This design comes from an exercise in tuning for small area, a short achievable clock period and few clock cycles per item on the open sky130 flow, not from production work. No functional check of the RTL was part of any run shown here. Power figures rest on the tool's default switching activity, not on a simulated workload.

$ cat design/flow/flow/run.sh
#!/bin/bash
# The standard layout, except that each port gets the smallest buffer
# (buf_1) instead of the one buffer_ports picks by default.
set -euo pipefail
export BUFFER_PORTS_ARGS="-buffer_cell sky130_fd_sc_hd__buf_1"
bash standard.sh finish > standard_flow.log 2>&1
$ cat design/flow/standard.sh
#!/bin/bash
# synth_recipe.tcl (not shown) runs the flow's synth.tcl, then flattens the netlist and writes it again
# the make line also repeats each setting of config.mk as NAME=value (left out here)
make -C /OpenROAD-flow-scripts/flow DESIGN_CONFIG=/design/flow/config.mk WORK_HOME=/design/flow/orfs CLKGATE_MAP_FILE= SYNTH_SCRIPT=/design/flow/synth_recipe.tcl "${@:-finish}"
$ cat design/flow/config.mk
export PLATFORM = sky130hd
export DESIGN_NAME = vpu_sp_top
export DESIGN_NICKNAME = vpu_sp_top
export VERILOG_FILES = /design/flow/design.v
export SDC_FILE = /design/flow/constraint.sdc
export NUM_CORES = 4
export LEC_CHECK = 0
export CAP_MARGIN = 20
export CORE_MARGIN = 2
export CORE_UTILIZATION = 40
export SLEW_MARGIN = 20
$ cat design/flow/constraint.sdc
create_clock -name core_clock -period 11.0 [get_ports {clk}]
set_input_delay 2.2000 -clock core_clock [delete_from_list [all_inputs] [get_ports {clk}]]
set_output_delay 2.2000 -clock core_clock [all_outputs]
set_load 0.01 [all_outputs]
$ cat design/flow/design.v
package vpu_sp_pkg;
  typedef logic [6:0] sp_size_t;
  typedef struct packed {
    logic                    enable;
    logic [1:0]              tilesize;
    logic [8:0]              x;
    logic [7:0]              y;
    logic [2-1:0] tile_bank;
    logic [8-1:0]  tile_idx;
    logic                    pal_mode;
    logic [1:0]              pal_bank;
    logic [3:0]              pal_no;
  } sp_attr_t;
  typedef struct packed {
    logic       valid;
    logic       last;
    logic [8:0] x;
    logic       pal_mode;
    logic [1:0] pal_bank;
    logic [3:0] pal_no;
    logic [7:0] idx;
  } sp_pix_t;
  typedef struct packed {
    logic [7:0] a;
    logic [7:0] r;
    logic [7:0] g;
    logic [7:0] b;
  } sp_argb_t;
  function automatic sp_size_t sp_size(input logic [1:0] tilesize);
    sp_size = 8 << tilesize;
  endfunction
endpackage
package vpu_mem_pkg;
  typedef struct packed {
    logic                     en;
    logic [4-1:0] addr;
  } param_req_t;
  typedef struct packed {
    logic                    en;
    logic [16-1:0] addr;
  } tile_req_t;
  typedef struct packed {
    logic                   en;
    logic [10-1:0] addr;
  } pal_req_t;
  typedef struct packed {
    logic                  rd_en;
    logic [8-1:0] rd_addr;
    logic                  wr_en;
    logic [8-1:0] wr_addr;
    logic [31:0]           wdata;
  } lb_req_t;
endpackage
`timescale 1ns/100ps
module vpu_sp_mix (
  input  logic [7:0] x0,
  input  logic [7:0] x1,
  input  logic [7:0] sel,
  input  logic       keep,
  output logic [8:0] hi_a,
  output logic [8:0] hi_b,
  output logic       c7
);
  logic [7:0] m [8];
  logic [7:0] k;
  logic [15:0] ra;
  logic [15:0] rb;
  logic [7:0]  lo;
  always_comb begin
    for (int i = 0; i < 8; i++) m[i] = sel[i] ? x1 : x0;
    k = keep ? m[0] : 8'd0;
  end
  logic w1, w2, w3, w4, w5, w6, w7, w8, w9, w10, w11, w12, w13, w14, w15, w16, w17, w18, w19, w20, w21, w22, w23, w24, w25, w26, w27, w28, w29, w30, w31, w32, w33, w34, w35, w36, w37, w38, w39, w40, w41, w42, w43, w44, w45, w46, w47, w48, w49, w50, w51, w52, w53, w54, w55, w56, w57, w58, w59, w60, w61, w62, w63, w64, w65, w66, w67, w68, w69, w70, w71, w72, w73, w74, w75, w76, w77, w78, w79, w80, w81, w82, w83, w84, w85, w86, w87, w88, w89, w90, w91, w92, w93, w94, w95, w96, w97, w98;
  assign w1 = m[0][5] ^ m[1][4];
  assign w2 = m[0][5] & m[1][4];
  assign w3 = m[0][6] ^ m[1][5] ^ m[2][4];
  assign w4 = (m[0][6] & m[1][5]) | (m[0][6] & m[2][4]) | (m[1][5] & m[2][4]);
  assign w5 = m[3][3] ^ m[4][2];
  assign w6 = m[3][3] & m[4][2];
  assign w7 = m[0][7] ^ m[1][6] ^ m[2][5];
  assign w8 = (m[0][7] & m[1][6]) | (m[0][7] & m[2][5]) | (m[1][6] & m[2][5]);
  assign w9 = m[3][4] ^ m[4][3] ^ m[5][2];
  assign w10 = (m[3][4] & m[4][3]) | (m[3][4] & m[5][2]) | (m[4][3] & m[5][2]);
  assign w11 = m[6][1] ^ m[7][0];
  assign w12 = m[6][1] & m[7][0];
  assign w13 = m[1][7] ^ m[2][6] ^ m[3][5];
  assign w14 = (m[1][7] & m[2][6]) | (m[1][7] & m[3][5]) | (m[2][6] & m[3][5]);
  assign w15 = m[4][4] ^ m[5][3] ^ m[6][2];
  assign w16 = (m[4][4] & m[5][3]) | (m[4][4] & m[6][2]) | (m[5][3] & m[6][2]);
  assign w17 = m[2][7] ^ m[3][6] ^ m[4][5];
  assign w18 = (m[2][7] & m[3][6]) | (m[2][7] & m[4][5]) | (m[3][6] & m[4][5]);
  assign w19 = m[0][3] ^ m[1][2];
  assign w20 = m[0][3] & m[1][2];
  assign w21 = m[0][4] ^ m[1][3] ^ m[2][2];
  assign w22 = (m[0][4] & m[1][3]) | (m[0][4] & m[2][2]) | (m[1][3] & m[2][2]);
  assign w23 = m[3][1] ^ m[4][0];
  assign w24 = m[3][1] & m[4][0];
  assign w25 = w1 ^ m[2][3] ^ m[3][2];
  assign w26 = (w1 & m[2][3]) | (w1 & m[3][2]) | (m[2][3] & m[3][2]);
  assign w27 = m[4][1] ^ m[5][0] ^ k[5];
  assign w28 = (m[4][1] & m[5][0]) | (m[4][1] & k[5]) | (m[5][0] & k[5]);
  assign w29 = w2 ^ w3 ^ w5;
  assign w30 = (w2 & w3) | (w2 & w5) | (w3 & w5);
  assign w31 = m[5][1] ^ m[6][0] ^ k[6];
  assign w32 = (m[5][1] & m[6][0]) | (m[5][1] & k[6]) | (m[6][0] & k[6]);
  assign w33 = w4 ^ w6 ^ w7;
  assign w34 = (w4 & w6) | (w4 & w7) | (w6 & w7);
  assign w35 = w9 ^ w11 ^ k[7];
  assign w36 = (w9 & w11) | (w9 & k[7]) | (w11 & k[7]);
  assign w37 = w8 ^ w10 ^ w12;
  assign w38 = (w8 & w10) | (w8 & w12) | (w10 & w12);
  assign w39 = w13 ^ w15 ^ m[7][1];
  assign w40 = (w13 & w15) | (w13 & m[7][1]) | (w15 & m[7][1]);
  assign w41 = w14 ^ w16 ^ w17;
  assign w42 = (w14 & w16) | (w14 & w17) | (w16 & w17);
  assign w43 = m[5][4] ^ m[6][3] ^ m[7][2];
  assign w44 = (m[5][4] & m[6][3]) | (m[5][4] & m[7][2]) | (m[6][3] & m[7][2]);
  assign w45 = w18 ^ m[3][7] ^ m[4][6];
  assign w46 = (w18 & m[3][7]) | (w18 & m[4][6]) | (m[3][7] & m[4][6]);
  assign w47 = m[5][5] ^ m[6][4] ^ m[7][3];
  assign w48 = (m[5][5] & m[6][4]) | (m[5][5] & m[7][3]) | (m[6][4] & m[7][3]);
  assign w49 = m[4][7] ^ m[5][6] ^ m[6][5];
  assign w50 = (m[4][7] & m[5][6]) | (m[4][7] & m[6][5]) | (m[5][6] & m[6][5]);
  assign w51 = m[0][2] ^ m[1][1];
  assign w52 = m[0][2] & m[1][1];
  assign w53 = w19 ^ m[2][1] ^ m[3][0];
  assign w54 = (w19 & m[2][1]) | (w19 & m[3][0]) | (m[2][1] & m[3][0]);
  assign w55 = w20 ^ w21 ^ w23;
  assign w56 = (w20 & w21) | (w20 & w23) | (w21 & w23);
  assign w57 = w22 ^ w24 ^ w25;
  assign w58 = (w22 & w24) | (w22 & w25) | (w24 & w25);
  assign w59 = w26 ^ w28 ^ w29;
  assign w60 = (w26 & w28) | (w26 & w29) | (w28 & w29);
  assign w61 = w30 ^ w32 ^ w33;
  assign w62 = (w30 & w32) | (w30 & w33) | (w32 & w33);
  assign w63 = w34 ^ w36 ^ w37;
  assign w64 = (w34 & w36) | (w34 & w37) | (w36 & w37);
  assign w65 = w38 ^ w40 ^ w41;
  assign w66 = (w38 & w40) | (w38 & w41) | (w40 & w41);
  assign w67 = w42 ^ w44 ^ w45;
  assign w68 = (w42 & w44) | (w42 & w45) | (w44 & w45);
  assign w69 = w46 ^ w48 ^ w49;
  assign w70 = (w46 & w48) | (w46 & w49) | (w48 & w49);
  assign w71 = w50 ^ m[5][7] ^ m[6][6];
  assign w72 = (w50 & m[5][7]) | (w50 & m[6][6]) | (m[5][7] & m[6][6]);
  assign w73 = m[0][1] ^ m[1][0];
  assign w74 = m[0][1] & m[1][0];
  assign w75 = w51 ^ m[2][0] ^ k[2];
  assign w76 = (w51 & m[2][0]) | (w51 & k[2]) | (m[2][0] & k[2]);
  assign w77 = w52 ^ w53 ^ k[3];
  assign w78 = (w52 & w53) | (w52 & k[3]) | (w53 & k[3]);
  assign w79 = w54 ^ w55 ^ k[4];
  assign w80 = (w54 & w55) | (w54 & k[4]) | (w55 & k[4]);
  assign w81 = w56 ^ w57 ^ w27;
  assign w82 = (w56 & w57) | (w56 & w27) | (w57 & w27);
  assign w83 = w58 ^ w59 ^ w31;
  assign w84 = (w58 & w59) | (w58 & w31) | (w59 & w31);
  assign w85 = w60 ^ w61 ^ w35;
  assign w86 = (w60 & w61) | (w60 & w35) | (w61 & w35);
  assign w87 = w62 ^ w63 ^ w39;
  assign w88 = (w62 & w63) | (w62 & w39) | (w63 & w39);
  assign w89 = w64 ^ w65 ^ w43;
  assign w90 = (w64 & w65) | (w64 & w43) | (w65 & w43);
  assign w91 = w66 ^ w67 ^ w47;
  assign w92 = (w66 & w67) | (w66 & w47) | (w67 & w47);
  assign w93 = w68 ^ w69 ^ m[7][4];
  assign w94 = (w68 & w69) | (w68 & m[7][4]) | (w69 & m[7][4]);
  assign w95 = w70 ^ w71 ^ m[7][5];
  assign w96 = (w70 & w71) | (w70 & m[7][5]) | (w71 & m[7][5]);
  assign w97 = w72 ^ m[6][7] ^ m[7][6];
  assign w98 = (w72 & m[6][7]) | (w72 & m[7][6]) | (m[6][7] & m[7][6]);
  assign ra = {1'b0, w98, w96, w94, w92, w90, w88, w86, w84, w82, w80, w78, w76, w74, w73, m[0][0]};
  assign rb = {1'b0, m[7][7], w97, w95, w93, w91, w89, w87, w85, w83, w81, w79, w77, w75, k[1], k[0]};
  assign lo   = {1'b0, ra[6:0]} + {1'b0, rb[6:0]};
  assign c7   = lo[7];
  assign hi_a = ra[15:7];
  assign hi_b = rb[15:7];
endmodule
module vpu_sp_color_merge (
  input  logic [31:0] src,
  input  logic [31:0] dst,
  input  logic [7:0]  a_n,
  input  logic        a_zero,
  input  logic        a_full,
  output logic [7:0]  res_a,
  output logic [53:0] hi,
  output logic [2:0]  c7
);
  logic [8:0] a_sum;
  assign a_sum      = {1'b0, dst[31:24]} + {1'b0, src[31:24]};
  assign res_a = a_zero ? dst[31:24] : a_full ? 8'd255 : a_sum[8:1];
  vpu_sp_mix u_r (.x0(dst[23:16]), .x1(src[23:16]), .sel(src[31:24]), .keep(a_zero | a_full), .hi_a(hi[53:45]), .hi_b(hi[44:36]), .c7(c7[2]));
  vpu_sp_mix u_g (.x0(src[15:8]),   .x1(dst[15:8]),  .sel(a_n),        .keep(a_zero | a_full), .hi_a(hi[35:27]), .hi_b(hi[26:18]), .c7(c7[1]));
  vpu_sp_mix u_b (.x0(dst[7:0]),    .x1(src[7:0]),   .sel(src[31:24]), .keep(a_zero | a_full), .hi_a(hi[17:9]), .hi_b(hi[8:0]), .c7(c7[0]));
endmodule
`timescale 1ns/100ps
module vpu_sp (
  input  logic                   clk,
  input  logic                   rst_n,
  input  logic                   line_start,
  input  logic [7:0]             line_y,
  output logic                   busy,
  output logic                   line_done,
  output vpu_mem_pkg::param_req_t param_req,
  input  logic [31:0]            param_rdata,
  output vpu_mem_pkg::tile_req_t tile_req,
  input  logic [7:0]             tile_rdata,
  output vpu_mem_pkg::pal_req_t  pal_req,
  input  logic [31:0]            pal_rdata,
  output vpu_mem_pkg::lb_req_t   lb_req,
  input  vpu_sp_pkg::sp_argb_t   lb_rdata
);
  logic       accept;
  logic [7:0] cur_y;
  logic [2:0] f_idx;       
  logic       f_word;      
  logic       f_req;       
  logic       f_done;      
  logic       w0_arr;      
  logic       w1_arr;      
  logic [1:0] w_s;
  logic [7:0] w_x;
  logic [7:0] w_y;
  logic       k_act;
  logic [1:0] k_bank;
  logic [7:0] k_t;
  logic [2:0] k_oyr;
  logic [2:0] k_oxr;
  logic [2:0] k_oxh;
  logic [1:0] k_s;
  logic [7:0] k_x;
  logic       k_took;      
  logic       hz1;         
  logic       hz2;         
  logic       hz3;         
  logic       p1_v;
  logic [7:0] p1_x;
  logic [6:0] p1_pal;
  logic       p2_v;
  logic [9:0] p2_pal_addr;
  logic [7:0] p2_x;
  logic       p3_v;
  logic [7:0] p3_x;
  logic       p4_v;
  logic [7:0] p4_x;
  logic [31:0] p4_src;
  logic [31:0] p4_dst;
  logic [7:0] p4_an;       
  logic       p4_az;
  logic       p4_af;
  logic       p5_v;
  logic [7:0] p5_x;
  logic [7:0] p5_a;
  logic [53:0] p5_hi;
  logic [2:0] p5_c7;
  logic       p6_v;
  logic [7:0] p6_x;
  logic [31:0] p6_res;
  assign accept = !busy && line_start;
  logic [8:0] oy9;
  logic       vis_y;
  logic [2:0] oy_hi_mask;
  always_comb begin
    oy9 = {1'b0, cur_y} - {1'b0, w_y};
    case (w_s)
      2'd0: oy_hi_mask = 3'b111;
      2'd1: oy_hi_mask = 3'b110;
      2'd2: oy_hi_mask = 3'b100;
      default: oy_hi_mask = 3'b000;
    endcase
    vis_y = !oy9[8] && (oy9[7:6] == 2'b00) && ((oy9[5:3] & oy_hi_mask) == 3'b000);
  end
  logic       k_last;
  logic       k_free;
  logic       hazard;
  logic       take;
  logic       skip;        
  logic       next_sp;     
  function automatic logic near(input logic v, input logic [7:0] x, input logic [7:0] base);
    logic [8:0] diff;
    diff = {1'b0, x} - {1'b0, base};
    near = v && !diff[8] && (diff[7:2] == 6'd0);
  endfunction
  always_comb begin
    logic [2:0] oxh_mask;
    case (k_s)
      2'd0: oxh_mask = 3'b000;
      2'd1: oxh_mask = 3'b001;
      2'd2: oxh_mask = 3'b011;
      default: oxh_mask = 3'b111;
    endcase
    k_last  = (k_x == 8'd255) || ((k_oxr == 3'd7) && ((k_oxh & oxh_mask) == oxh_mask));
    k_free  = !k_act || k_last;
    hazard  = near(k_act, k_x, w_x) || hz1 || hz2 || hz3;
    take    = w1_arr && vis_y && k_free && !hazard;
    skip    = (w0_arr && (!param_rdata[31] || param_rdata[16])) || (w1_arr && !vis_y);
    next_sp = take || skip;
  end
  always_ff @(posedge clk) begin
    if (!rst_n) begin
      busy      <= 1'b0;
      line_done <= 1'b0;
      f_req     <= 1'b0;
      f_done    <= 1'b0;
      w0_arr    <= 1'b0;
      w1_arr    <= 1'b0;
      k_act     <= 1'b0;
      k_took    <= 1'b0;
      p1_v      <= 1'b0;
      p2_v      <= 1'b0;
      p3_v      <= 1'b0;
      p4_v      <= 1'b0;
      p5_v      <= 1'b0;
      p6_v      <= 1'b0;
    end else begin
      line_done <= 1'b0;
      w0_arr    <= f_req && !f_word;
      w1_arr    <= f_req && f_word && !next_sp;
      if (accept) begin
        busy   <= 1'b1;
        f_req  <= 1'b1;
        f_done <= 1'b0;
      end else if (busy && f_done && !k_act && !p1_v && !p2_v && !p3_v && !p4_v && !p5_v) begin
        busy      <= 1'b0;
        line_done <= 1'b1;
      end
      if (next_sp && f_idx == 3'd7) begin
        f_req  <= 1'b0;
        f_done <= 1'b1;
      end
      if (take)                 k_act <= 1'b1;
      else if (k_act && k_last) k_act <= 1'b0;
      k_took <= take;
      p1_v <= k_act;
      p2_v <= p1_v;
      p3_v <= p2_v;
      p4_v <= p3_v;
      p5_v <= p4_v;
      p6_v <= p5_v;
    end
  end
  always_ff @(posedge clk) begin
    if (accept) begin
      cur_y  <= line_y;
      f_idx  <= 3'd0;
      f_word <= 1'b0;
    end else if (f_req) begin
      if (next_sp) begin
        f_idx  <= f_idx + 3'd1;
        f_word <= 1'b0;
      end else begin
        f_word <= 1'b1;
      end
    end
    if (w0_arr) begin
      w_s <= param_rdata[25:24];
      w_x <= param_rdata[15:8];
      w_y <= param_rdata[7:0];
    end
    hz1 <= near(k_act, k_x,  w0_arr ? param_rdata[15:8] : w_x);
    hz2 <= near(p1_v,  p1_x, w0_arr ? param_rdata[15:8] : w_x);
    hz3 <= near(p2_v,  p2_x, w0_arr ? param_rdata[15:8] : w_x);
    if (k_free) begin
      k_bank <= param_rdata[29:28];
      k_t    <= param_rdata[23:16] + ({5'd0, oy9[5:3]} << w_s);
      k_oyr  <= oy9[2:0];
      k_oxr  <= 3'd0;
      k_oxh  <= 3'd0;
      k_s    <= w_s;
      k_x    <= w_x;
    end else begin
      k_oxr <= k_oxr + 3'd1;
      if (k_oxr == 3'd7) begin
        k_t   <= k_t + 8'd1;
        k_oxh <= k_oxh + 3'd1;
      end
      k_x <= k_x + 8'd1;
    end
    p1_x   <= k_x;
    if (k_took) p1_pal <= {param_rdata[6], param_rdata[5:4], param_rdata[3:0]};
    p2_x        <= p1_x;
    p2_pal_addr <= p1_pal[6] ? {p1_pal[5:4], p1_pal[3:0], tile_rdata[3:0]}
                             : {p1_pal[5:4], tile_rdata};
    p3_x   <= p2_x;
    p4_x   <= p3_x;
    p4_src <= pal_rdata;
    p4_dst <= lb_rdata;
    p4_an  <= ~pal_rdata[31:24];
    p4_az  <= (pal_rdata[31:24] == 8'd0);
    p4_af  <= (pal_rdata[31:24] == 8'd255);
    p5_x   <= p4_x;
    p5_a   <= blend_a;
    p5_hi  <= blend_hi;
    p5_c7  <= blend_c7;
    p6_x   <= p5_x;
    p6_res <= {p5_a, blend_r[8:1], blend_g[8:1], blend_b[8:1]};
  end
  logic [7:0]  blend_a;
  logic [53:0] blend_hi;
  logic [2:0]  blend_c7;
  logic [8:0]  blend_r;
  logic [8:0]  blend_g;
  logic [8:0]  blend_b;
  assign blend_r = p5_hi[53:45] + p5_hi[44:36] + {8'd0, p5_c7[2]};
  assign blend_g = p5_hi[35:27] + p5_hi[26:18] + {8'd0, p5_c7[1]};
  assign blend_b = p5_hi[17:9]  + p5_hi[8:0]   + {8'd0, p5_c7[0]};
  vpu_sp_color_merge u_color_merge (
    .src (p4_src),
    .dst (p4_dst),
    .a_n    (p4_an),
    .a_zero (p4_az),
    .a_full (p4_af),
    .res_a  (blend_a),
    .hi     (blend_hi),
    .c7     (blend_c7)
  );
  assign param_req.en   = f_req;
  assign param_req.addr = {f_idx, f_word};
  assign tile_req.en    = k_act;
  assign tile_req.addr  = {k_bank, k_t, k_oyr, k_oxr};
  assign pal_req.en     = p2_v;
  assign pal_req.addr   = p2_pal_addr;
  assign lb_req.rd_en   = p2_v;
  assign lb_req.rd_addr = p2_x;
  assign lb_req.wr_en   = p6_v;
  assign lb_req.wr_addr = p6_x;
  assign lb_req.wdata   = p6_res;
endmodule
`timescale 1ns/100ps
module vpu_sp_top (
  input  logic        clk,
  input  logic        rst_n,
  input  logic        line_start,
  input  logic [7:0]  line_y,
  output logic        busy,
  output logic        line_done,
  output logic        param_req_en,
  output logic [3:0]  param_req_addr,
  input  logic [31:0] param_rdata,
  output logic        tile_req_en,
  output logic [15:0] tile_req_addr,
  input  logic [7:0]  tile_rdata,
  output logic        pal_req_en,
  output logic [9:0]  pal_req_addr,
  input  logic [31:0] pal_rdata,
  output logic        lb_rd_en,
  output logic [7:0]  lb_rd_addr,
  output logic        lb_wr_en,
  output logic [7:0]  lb_wr_addr,
  output logic [31:0] lb_wdata,
  input  logic [31:0] lb_rdata
);
  vpu_mem_pkg::param_req_t param_req;
  vpu_mem_pkg::tile_req_t  tile_req;
  vpu_mem_pkg::pal_req_t   pal_req;
  vpu_mem_pkg::lb_req_t    lb_req;
  vpu_sp u_sp (
    .clk         (clk),
    .rst_n       (rst_n),
    .line_start  (line_start),
    .line_y      (line_y),
    .busy        (busy),
    .line_done   (line_done),
    .param_req   (param_req),
    .param_rdata (param_rdata),
    .tile_req    (tile_req),
    .tile_rdata  (tile_rdata),
    .pal_req     (pal_req),
    .pal_rdata   (pal_rdata),
    .lb_req      (lb_req),
    .lb_rdata    (lb_rdata)
  );
  assign param_req_en   = param_req.en;
  assign param_req_addr = param_req.addr;
  assign tile_req_en    = tile_req.en;
  assign tile_req_addr  = tile_req.addr;
  assign pal_req_en     = pal_req.en;
  assign pal_req_addr   = pal_req.addr;
  assign lb_rd_en       = lb_req.rd_en;
  assign lb_rd_addr     = lb_req.rd_addr;
  assign lb_wr_en       = lb_req.wr_en;
  assign lb_wr_addr     = lb_req.wr_addr;
  assign lb_wdata       = lb_req.wdata;
endmodule
==> impl_metrics.toml, run 1 <==
[timing]
hold_violations = 0
relSlewSlack = 0.592
timing.fmax_mhz = 274
final_max_slew_viol_count = 0
worstMarginPinSlew_ps = 611
rsz0062_at_grt = "no"
setup_tns_ps = 0
period_minus_slack_ps = 3650
setup_viol = 0
post-route-period-util = 0.332
skew_ps = 20.0

[detailed_routing]
drc = 0
via_per_inst = 4.91
wl_per_cell_um = 15.7
ant_nets = 0
wirelength_um = 34900
vias = 10900
drtIter0Drc = 411
first_pass_iters = 4

[clocking]
clock_latency_ps = 560
cts_resized = 0
cts_tree = "built"
ctsHoldBuffers = 0
clock-sinks = 306
numCtsBuffers = 35
h-tree-depth = 2
cts_root_buf = "clkbuf_16"
clk_pin_slew_ps = 60
cts_max_path_buffers = 3
post-cts-setup-buffer-count = 0

[cells_and_area]
drive_above_1_share = 0.132
area_delta_synth_final_pct = 15.4
final_nets = 2027
layout_commonest_cell = "dfxtp_1"
mostFrequentLayoutCells = "dfxtp_1 (266), inv_1 (215), buf_1 (196)"

[die]
coreArea_um2 = 40800
die_w_um = 208
io_pins = 200
initial_core_util = 0.406
num_rows = 74
die_area_um2 = 43100
die_y_um = 208

[place]
gp_congestion = 0.843
portBuffers = 196
dp_hpwl_um = 26300

[setup_path]
startpoint = "u_sp.w_y[0]"
cp-end-kind = "register"
r2r_slack_ps = 7350
r2r_cells = 16
critPathLaunchType = "register"
cp.arrival_ps = 3930
worstPathRequired_ps = 11280
crit_type = "register to register"
reg2reg_to = "u_sp.k_t[7]"
critPathCapture = "u_sp.k_t[7]"
worstPathMaxFanout = 6
worst_r2r_startpoint = "u_sp.w_y[0]"

[synthesis]
netlist_area_um2 = 16600
syn_inst = 1456
synth_seq_cells = 306
synth_edf_count = 40
yosys_warnings = 3
postSynth.asyncResetShare = 0
syn_nets = 1822
synth_seq_area_share = 0.394
synth_flop_cell = "dfxtp_1"
yosysUniqueCellTypes = 74
avgSynthCellArea_um2 = 11.4

[pwr]
p_leak_nw = 8.51
vdd_drop_max_v = 0.000124
p_total_mw = 4.08
power_density_nw_per_um2 = 213

[status]
outcome = "timing/DRC/antenna clean"

[hold_path]
hold_class = "register to register"

[global_route]
grtUsageTotal = 0.166
antenna_found_initial = 4
grt_max_degree = 46
grt-ovfl-total = 0
grt_pass1_vias = 11500
grt_pass1_wl_um = 58300

[job]
maxCapViolCount = 0
-- through the flow --
step | area [um2] | setup slack [ps] | hold WS, ps | utilization | std cells
detailed placement | 17900 | 6940 | 312 | 0.438 | 2156
global route | 19100 | 7060 | 330 | 0.468 | 2220
finish | 19100 | 7350 | 321 | 0.468 | 2221
global placement | 17900 | 6980 | 310 | 0.438 | 2156
CTS | 19100 | 7330 | 325 | 0.468 | 2218
floorplan | 16600 | 7160 | 310 | - | 1456
-- synth_stat cells (8+ instances only) --
master / n / area (um2)
o21ai_0: 33 / 165
xnor2_1: 20 / 175
mux2i_1: 80 / 801
and2_1: 12 / 75.1
nand2b_1: 13 / 81.3
o21bai_1: 10 / 75.1
nor2b_1: 8 / 50.1
nand3_1: 20 / 100
mux2_2: 126 / 1420
xor2_1: 24 / 210
a21oi_1: 51 / 255
or2_2: 10 / 62.6
fa_1: 132 / 2640
inv_1: 215 / 807
a21o_1: 20 / 150
dfxtp_1: 266 / 5330
clkbuf_1: 32 / 120
o21a_1: 10 / 75.1
ha_1: 119 / 1490
nor3_1: 11 / 55.1
nand2_1: 45 / 169
edfxtp_1: 40 / 1200
o211ai_1: 8 / 60.1
nor2_1: 54 / 203
-- worst min path at each step --
stage | startpoint | to | depth (start not counted)
6_report | u_sp.p4_x[2] | u_sp.p5_x[2] | 0
5_1_grt | u_sp.p3_x[2] | u_sp.p4_x[2] | 0
4_1_cts | u_sp.p4_x[2] | u_sp.p5_x[2] | 0
3_5_place_dp | u_sp.p4_x[0] | u_sp.p5_x[0] | 0
3_3_place_gp | u_sp.p5_a[5] | u_sp.p6_res[29] | 0
2_1_floorplan | u_sp.p3_x[0] | u_sp.p4_x[0] | 0
-- where the power goes --
part | leakage [nW] | internal (mW) | total, mW | switching [mW]
Sequential | 2.62 | 1.40 | 1.52 | 0.129
Combinational | 5.28 | 0.615 | 1.35 | 0.732
Clock | 0.600 | 0.730 | 1.21 | 0.478
Total | 8.51 | 2.74 | 4.08 | 1.34
-- critical path, cell delays in order (launching register included) --
cell and delay, ps:
edfxtp_1 370, ha_1 240, fa_1 450, nand2b_1 180, a21oi_1 170, xnor2_1 280, nand2b_1 170, a21o_1 150
inv_1 50, ha_1 270, a21o_1 170, a21oi_1 220, o21bai_1 120, a31o_2 250, nand2_1 70, xor2_1 140
a21oi_1 80
-- final cells by class --
type | instances | area [um2]
Multi-Input combinational cell | 896 | 9080
Inverter | 215 | 807
Antenna cell | 3 | 7.51
Sequential cell | 306 | 6530
Timing Repair Buffer | 207 | 818
Tap cell | 532 | 666
Fill cell | 3852 | 21700
Clock buffer | 46 | 1020
Clock inverter | 16 | 186
-- flip-flops by register name, summed over array words and instances (netlist names), 10 cells and up --
register          count
u_sp.p5_hi           48
u_sp.p4_dst          32
u_sp.p4_src          32
u_sp.p6_res          32
u_sp.p2_pal_addr     10
-- routing by layer --
metal / wire length (um) / track usage
met1: 15300 / 0.205
met2: 16900 / 0.287
met4: 905 / 0.0603
met5: 12 / 0
met3: 1800 / 0.0352
-- cell families after synthesis --
group | count (synthesis) | synth area share
AOI/OAI and AO/OA | 183 | 0.0760
xor gates and xnor gates | 44 | 0.0233
adders and majority gates | 251 | 0.249
buffers and inverters | 254 | 0.0580
DFF | 306 | 0.394
muxes | 206 | 0.134
and+or+nand+nor | 212 | 0.0658
==> run 2, diff against run 1 <==
--- a/design/flow/config.mk
+++ b/design/flow/config.mk
@@ -8,4 +8,6 @@
 export CAP_MARGIN = 20
 export CORE_MARGIN = 2
 export CORE_UTILIZATION = 40
+export CTS_CLUSTER_DIAMETER = 60
+export CTS_CLUSTER_SIZE = 40
 export SLEW_MARGIN = 20
==> impl_metrics.toml, run 2 <==
[status]
outcome = "timing/DRC/antenna clean"

[setup_path]
cp_common_cell = "a21oi_1"
cpPeakStageDelay_ps = 450
cp-end-kind = "register"
cp.arrival_ps = 3970
crit_type = "register to register"
cpLargestDelayFamily = "compound AO/OA/AOI/OAI gates"
worst-path-buf-inv = 1
r2r_slack_ps = 7350
slowest_stage = "fa_1"
worstPathRequired_ps = 11330
worstPathMaxFanout = 6
critPathLaunchType = "register"
path_cells = "ha_1 -> fa_1 -> nand2b_1 -> a21oi_1 -> xnor2_1 -> nand2b_1 -> a21o_1 -> inv_1 -> ha_1 -> a21o_1 -> a21oi_1 -> o21bai_1 -> a31o_2 -> nand2_1 -> xor2_1 -> a21oi_1"

[die]
io_pins = 200
num_rows = 74
die_y_um = 208
initial_core_util = 0.406
die_area_um2 = 43100
die_w_um = 208
coreArea_um2 = 40800

[clocking]
cts_root_buf = "clkbuf_16"
numCtsBuffers = 30
clock-sinks = 306
cts_max_path_buffers = 3
post-cts-setup-buffer-count = 0
h-tree-depth = 1
ctsHoldBuffers = 0
clock_latency_ps = 590
cts_tree = "built"
clk_pin_slew_ps = 90
cts_resized = 0

[global_route]
grt_max_degree = 46
antenna_found_initial = 5
grt_pass1_wl_um = 57800
grtUsageTotal = 0.163
grt_pass1_vias = 11500
grt-ovfl-total = 0

[detailed_routing]
first_pass_iters = 4
ant_nets = 0
via_per_inst = 4.89
drtIter0Drc = 396
wl_per_cell_um = 15.6
drc = 0
wirelength_um = 34600
vias = 10800

[timing]
skew_ps = 15.1
relSlewSlack = 0.590
whs_ps = 323
timing.fmax_mhz = 274
rsz0062_at_grt = "no"
final_max_slew_viol_count = 0
worstMarginPinSlew_ps = 615
period_minus_slack_ps = 3650
setup_tns_ps = 0
setup_viol = 0
post-route-period-util = 0.331
hold_violations = 0

[cells_and_area]
area_delta_synth_final_pct = 15.0
final_nets = 2022
largest-register = "u_sp.p5_hi"
largest_reg_flops = 48
final_cell_count_no_fill = 2215
fill_cells = 3873
layout_commonest_cell = "dfxtp_1"
mostFrequentLayoutCells = "dfxtp_1 (266), inv_1 (215), buf_1 (196)"
final_area_um2 = 19100
drive_above_1_share = 0.131
post-route-util = 0.467

[pwr]
p_clk_frac = 0.285
power_frac_comb = 0.335
seqPwrFrac = 0.379
vdd_drop_max_v = 0.000155
power_density_nw_per_um2 = 211
p_switching_mw = 1.41
swShare = 0.350
p_leak_nw = 8.46
intPower_mw = 2.61

[synthesis]
yosys_warnings = 3
synth_flop_cell = "dfxtp_1"
synth_edf_count = 40
postSynth.asyncResetShare = 0
yosysTopAreaCell = "dfxtp_1"
netlist_area_um2 = 16600
yosysUniqueCellTypes = 74
avgSynthCellArea_um2 = 11.4
synth_seq_cells = 306
synth.top_cell.area_share = 0.321
yosysMostFrequentCell = "dfxtp_1"
syn_nets = 1822
syn_inst = 1456
yosys-top-cells-area = "dfxtp_1 (32%), fa_1 (16%), ha_1 (9.0%)"
synth_common_cells = "dfxtp_1 (266), inv_1 (215), fa_1 (132), mux2_2 (126), ha_1 (119)"
synth_seq_area_share = 0.394

[place]
dpl_cell_area_um2 = 17900
dp_hpwl_um = 26300
gp_congestion = 0.843
portBuffers = 196
post-place-cells = 2156

[job]
maxCapViolCount = 0

[hold_path]
hold_class = "register to register"
## run 2: cell type report
cell class              instances  area (um2)  share of cell area
clock buffers                  34         796              0.0417
flip-flops and latches        306        6530               0.342
diodes                          3        7.51            0.000394
clock inverters                22         360              0.0189
repair buffers                207         818              0.0429
inverters                     215         807              0.0423
well taps                     532         666              0.0349
multi-input cells             896        9080               0.477
## run 2: logic make-up after synthesis
family	Yosys count	synth area share
compound gates	183	0.0760
xor+xnor	44	0.0233
fa+ha+maj	251	0.249
buf+inv	254	0.0580
flops	306	0.394
mux	206	0.134
simple gates	212	0.0658
## run 2: worst reg2reg max path: cells and delay by family, from the launching register on
family | cells | cell delay [ps]
DFF | 1 | 370
AOI/OAI and AO/OA | 7 | 1160
buffers and inverters | 1 | 50
adders and majority gates | 3 | 960
and+or+nand+nor | 3 | 420
xor gates and xnor gates | 2 | 420
## run 2: path summary, 6_finish.rpt
| path | start | to | depth (start not counted) |
|---|---|---|---|
| worst min-delay path | u_sp.p3_x[5] | u_sp.p4_x[5] | 0 |
| worst min register to register | u_sp.p3_x[5] | u_sp.p4_x[5] | 0 |
| worst max-delay path | u_sp.w_y[0] | u_sp.k_t[7] | 16 |
| worst max register to register | u_sp.w_y[0] | u_sp.k_t[7] | 16 |
## run 2: per-layer routing
layer,GRT usage,vias to the layer above,routed length (um)
met5,0,-,31
met4,0.0443,4,907
met3,0.0309,48,1640
met2,0.286,215,16800
met1,0.204,5268,15200
li1,-,5299,-
## run 2: power groups by stage
| stage | Combinational, mW | Clock, mW | Sequential (mW) |
|---|---|---|---|
| 3_3_place_gp | 1.33 | 0 | 1.55 |
| 3_5_place_dp | 1.37 | 0 | 1.55 |
| 6_report | 1.35 | 1.15 | 1.52 |
| 5_1_grt | 1.59 | 1.23 | 1.55 |
| 2_1_floorplan | 1.01 | 0 | 1.55 |
| 4_1_cts | 1.38 | 1.19 | 1.53 |
## run 2: stage by stage
stage	setup WS [ps]	total power, mW
floorplan	7160	2.56
global placement	6980	2.88
detailed placement	6940	2.92
CTS	7330	4.09
global route	7080	4.37
finish	7350	4.02
==> run 3, diff against run 2 <==
--- a/design/flow/config.mk
+++ b/design/flow/config.mk
@@ -8,6 +8,6 @@
 export CAP_MARGIN = 20
 export CORE_MARGIN = 2
 export CORE_UTILIZATION = 40
-export CTS_CLUSTER_DIAMETER = 60
-export CTS_CLUSTER_SIZE = 40
+export CTS_CLUSTER_DIAMETER = 100
+export CTS_CLUSTER_SIZE = 30
 export SLEW_MARGIN = 20
==> impl_metrics.toml, run 3 <==
[status]
outcome = "timing/DRC/antenna clean"

[timing]
timing.fmax_mhz = 274
whs_ps = 334
setup_tns_ps = 0
skew_ps = 18.5
relSlewSlack = 0.588
post-route-period-util = 0.332
hold_violations = 0
worstMarginPinSlew_ps = 617
setup_slack_ps = 7350
setup_viol = 0
rsz0062_at_grt = "no"
final_max_slew_viol_count = 0
period_minus_slack_ps = 3650

[place]
portBuffers = 196
pre_cts_ws_ps = 6940
gp_congestion = 0.843
dp_hpwl_um = 26300

[setup_path]
r2r_cells = 16
slowest_stage = "fa_1"
cp-end-kind = "register"
crit_type = "register to register"
worstPathMaxFanout = 6
worst_r2r_startpoint = "u_sp.w_y[0]"
cp_common_cell = "a21oi_1"
reg2reg_to = "u_sp.k_t[7]"
worst-path-buf-inv = 1
r2r_slack_ps = 7350
worstPathRequired_ps = 11260
path_cells = "ha_1 -> fa_1 -> nand2b_1 -> a21oi_1 -> xnor2_1 -> nand2b_1 -> a21o_1 -> inv_1 -> ha_1 -> a21o_1 -> a21oi_1 -> o21bai_1 -> a31o_2 -> nand2_1 -> xor2_1 -> a21oi_1"
critPathLaunchType = "register"
cp.arrival_ps = 3910
cpPeakStageDelay_ps = 450
startpoint = "u_sp.w_y[0]"
cpLargestDelayFamily = "compound AO/OA/AOI/OAI gates"

[synthesis]
synth_seq_area_share = 0.394
synth-xor-area-share = 0.0233
synth.top_cell.area_share = 0.321
synth_seq_cells = 306
yosysUniqueCellTypes = 74
yosys.area_share.adder = 0.249
netlist_area_um2 = 16600
synth_common_cells = "dfxtp_1 (266), inv_1 (215), fa_1 (132), mux2_2 (126), ha_1 (119)"
postSynth.asyncResetShare = 0
synth_compound_area_frac = 0.0760
yosys_warnings = 3
syn_inst = 1456
avgSynthCellArea_um2 = 11.4
synth_top_family_by_area = "adder cells"
synth_flop_cell = "dfxtp_1"
yosysTopAreaCell = "dfxtp_1"
yosys.area_share.simple = 0.0658
yosys-top-cells-area = "dfxtp_1 (32%), fa_1 (16%), ha_1 (9.0%)"
syn_nets = 1822
yosysMostFrequentCell = "dfxtp_1"
synth.area.mux_share = 0.134
synth_edf_count = 40

[clocking]
clock-sinks = 306
post-cts-setup-buffer-count = 0
h-tree-depth = 1
cts_max_path_buffers = 3
cts_tree = "built"
numCtsBuffers = 16
cts_root_buf = "clkbuf_16"
ctsHoldBuffers = 0
clk_pin_slew_ps = 110
cts_resized = 0
clock_latency_ps = 530

[hold_path]
hold_depth = 0
hold_class = "register to register"
worstHoldEndpoint = "u_sp.p4_x[5]"
hp-start = "u_sp.p3_x[5]"

[detailed_routing]
wirelength_um = 34400
drc = 0
first_pass_iters = 4
ant_nets = 0
via_per_inst = 4.90
drtIter0Drc = 368
wl_per_cell_um = 15.8
vias = 10700

[pwr]
vdd_drop_max_v = 0.000114
power_density_nw_per_um2 = 195
p_leak_nw = 8.18

[global_route]
grtUsageTotal = 0.162
grt_max_degree = 46
grt_pass1_wl_um = 57600
grt_pass1_vias = 11300
antenna_found_initial = 5
grt-ovfl-total = 0

[cells_and_area]
drive_above_1_share = 0.115
area_delta_synth_final_pct = 11.4
mostFrequentLayoutCells = "dfxtp_1 (266), inv_1 (216), buf_1 (196)"
final_nets = 2008
post-route-util = 0.452
layout_commonest_cell = "dfxtp_1"
largest_reg_flops = 48
largest-register = "u_sp.p5_hi"

[die]
coreArea_um2 = 40800
die_y_um = 208
die_w_um = 208
num_rows = 74
initial_core_util = 0.406
io_pins = 200
die_area_um2 = 43100

[job]
maxCapViolCount = 0
==> run 3: how the worst max path moves through the flow <==
stage                         end  slack, ps  cells after the start
floorplan           u_sp.p5_c7[2]       7160                     11
global placement      u_sp.k_t[6]       6980                     11
detailed placement    u_sp.k_t[6]       6940                     11
CTS                   u_sp.k_t[7]       7330                     16
global route          u_sp.k_t[7]       7070                     16
finish                u_sp.k_t[7]       7350                     16
==> run 3: layout make-up <==
cell class | count | area (um2)
Antenna cell | 3 | 7.51
Clock buffer | 19 | 433
Clock inverter | 9 | 126
Fill cell | 3914 | 22400
Inverter | 215 | 807
Multi-Input combinational cell | 896 | 9080
Sequential cell | 306 | 6530
Tap cell | 532 | 666
Timing Repair Buffer | 207 | 818
==> run 3: worst reg2reg max path, stage by stage (launching register included) <==
cell      delay (ps)
edfxtp_1         380
ha_1             240
fa_1             450
nand2b_1         180
a21oi_1          170
xnor2_1          280
nand2b_1         170
a21o_1           150
inv_1             50
ha_1             260
a21o_1           170
a21oi_1          220
o21bai_1         120
a31o_2           250
nand2_1           70
xor2_1           140
a21oi_1           80
==> run 3: routing by layer <==
layer / global-route usage / wire length, um / up-vias / share of wire
met1: 0.205 / 15400 / 5237 / 0.45
met4: 0.0362 / 737 / 4 / 0.021
li1: - / - / 5259 / -
met3: 0.0287 / 1490 / 34 / 0.043
met2: 0.288 / 16800 / 183 / 0.49
met5: 0 / 27 / - / 0.00078
==> run 3: cells by family (layout without fill, tap and decap cells) <==
group	count (synthesis)	in the layout
flops	306	306
other cells	0	3
simple gates	212	212
fa+ha+maj	251	251
compound gates	183	183
buf+inv	254	450
xor+xnor	44	44
mux	206	206
==> run 3: where the power goes <==
| group | switching (mW) | internal [mW] | leakage [nW] | total, mW |
|---|---|---|---|---|
| sequential | 0.129 | 1.39 | 2.62 | 1.52 |
| combinational | 0.732 | 0.615 | 5.28 | 1.35 |
| clock | 0.402 | 0.327 | 0.271 | 0.729 |
==> run 3: stage by stage <==
stage	instance area [um2]	total power, mW	cells
2_1_floorplan	16600	2.56	1456
3_3_place_gp	17900	2.88	2156
3_5_place_dp	17900	2.92	2156
4_1_cts	18500	3.67	2184
5_1_grt	18500	3.94	2186
6_report	18500	3.60	2187

[separate check: timing with driven ports]
In the flow no input, the clock included, has a driving cell. The finished layouts below were timed again as built, in two steps. Step 1 sets driving cells, clkbuf_16 on the clock port and buf_2 on the other inputs (assumed; they add their load-dependent delay and slew). Step 2 adds t to the input delays and takes it off the output delays; t is the mean of the earliest and latest rising clock arrival at the registers after step 1. Input paths then give back, and output paths get back, about the clock's delay inside the block. Slacks: ideal ports / drivers / drivers and shift; pairs: ideal ports / drivers.
run	shift t [ns]	setup slack, ns	hold slack, ns	worst setup path at the end
run 1	0.599	7.352 / 7.352 / 6.916	0.321 / 0.321 / 0.321	input to register
run 2	0.633	7.355 / 7.355 / 6.915	0.323 / 0.323 / 0.323	input to register
run 3	0.569	7.349 / 7.349 / 6.932	0.334 / 0.334 / 0.334	input to register
After both steps every run listed still meets setup and hold. The setup slack of run 2, which loses most, moves by 0.000 ns with the drivers and by -0.440 ns with both steps.
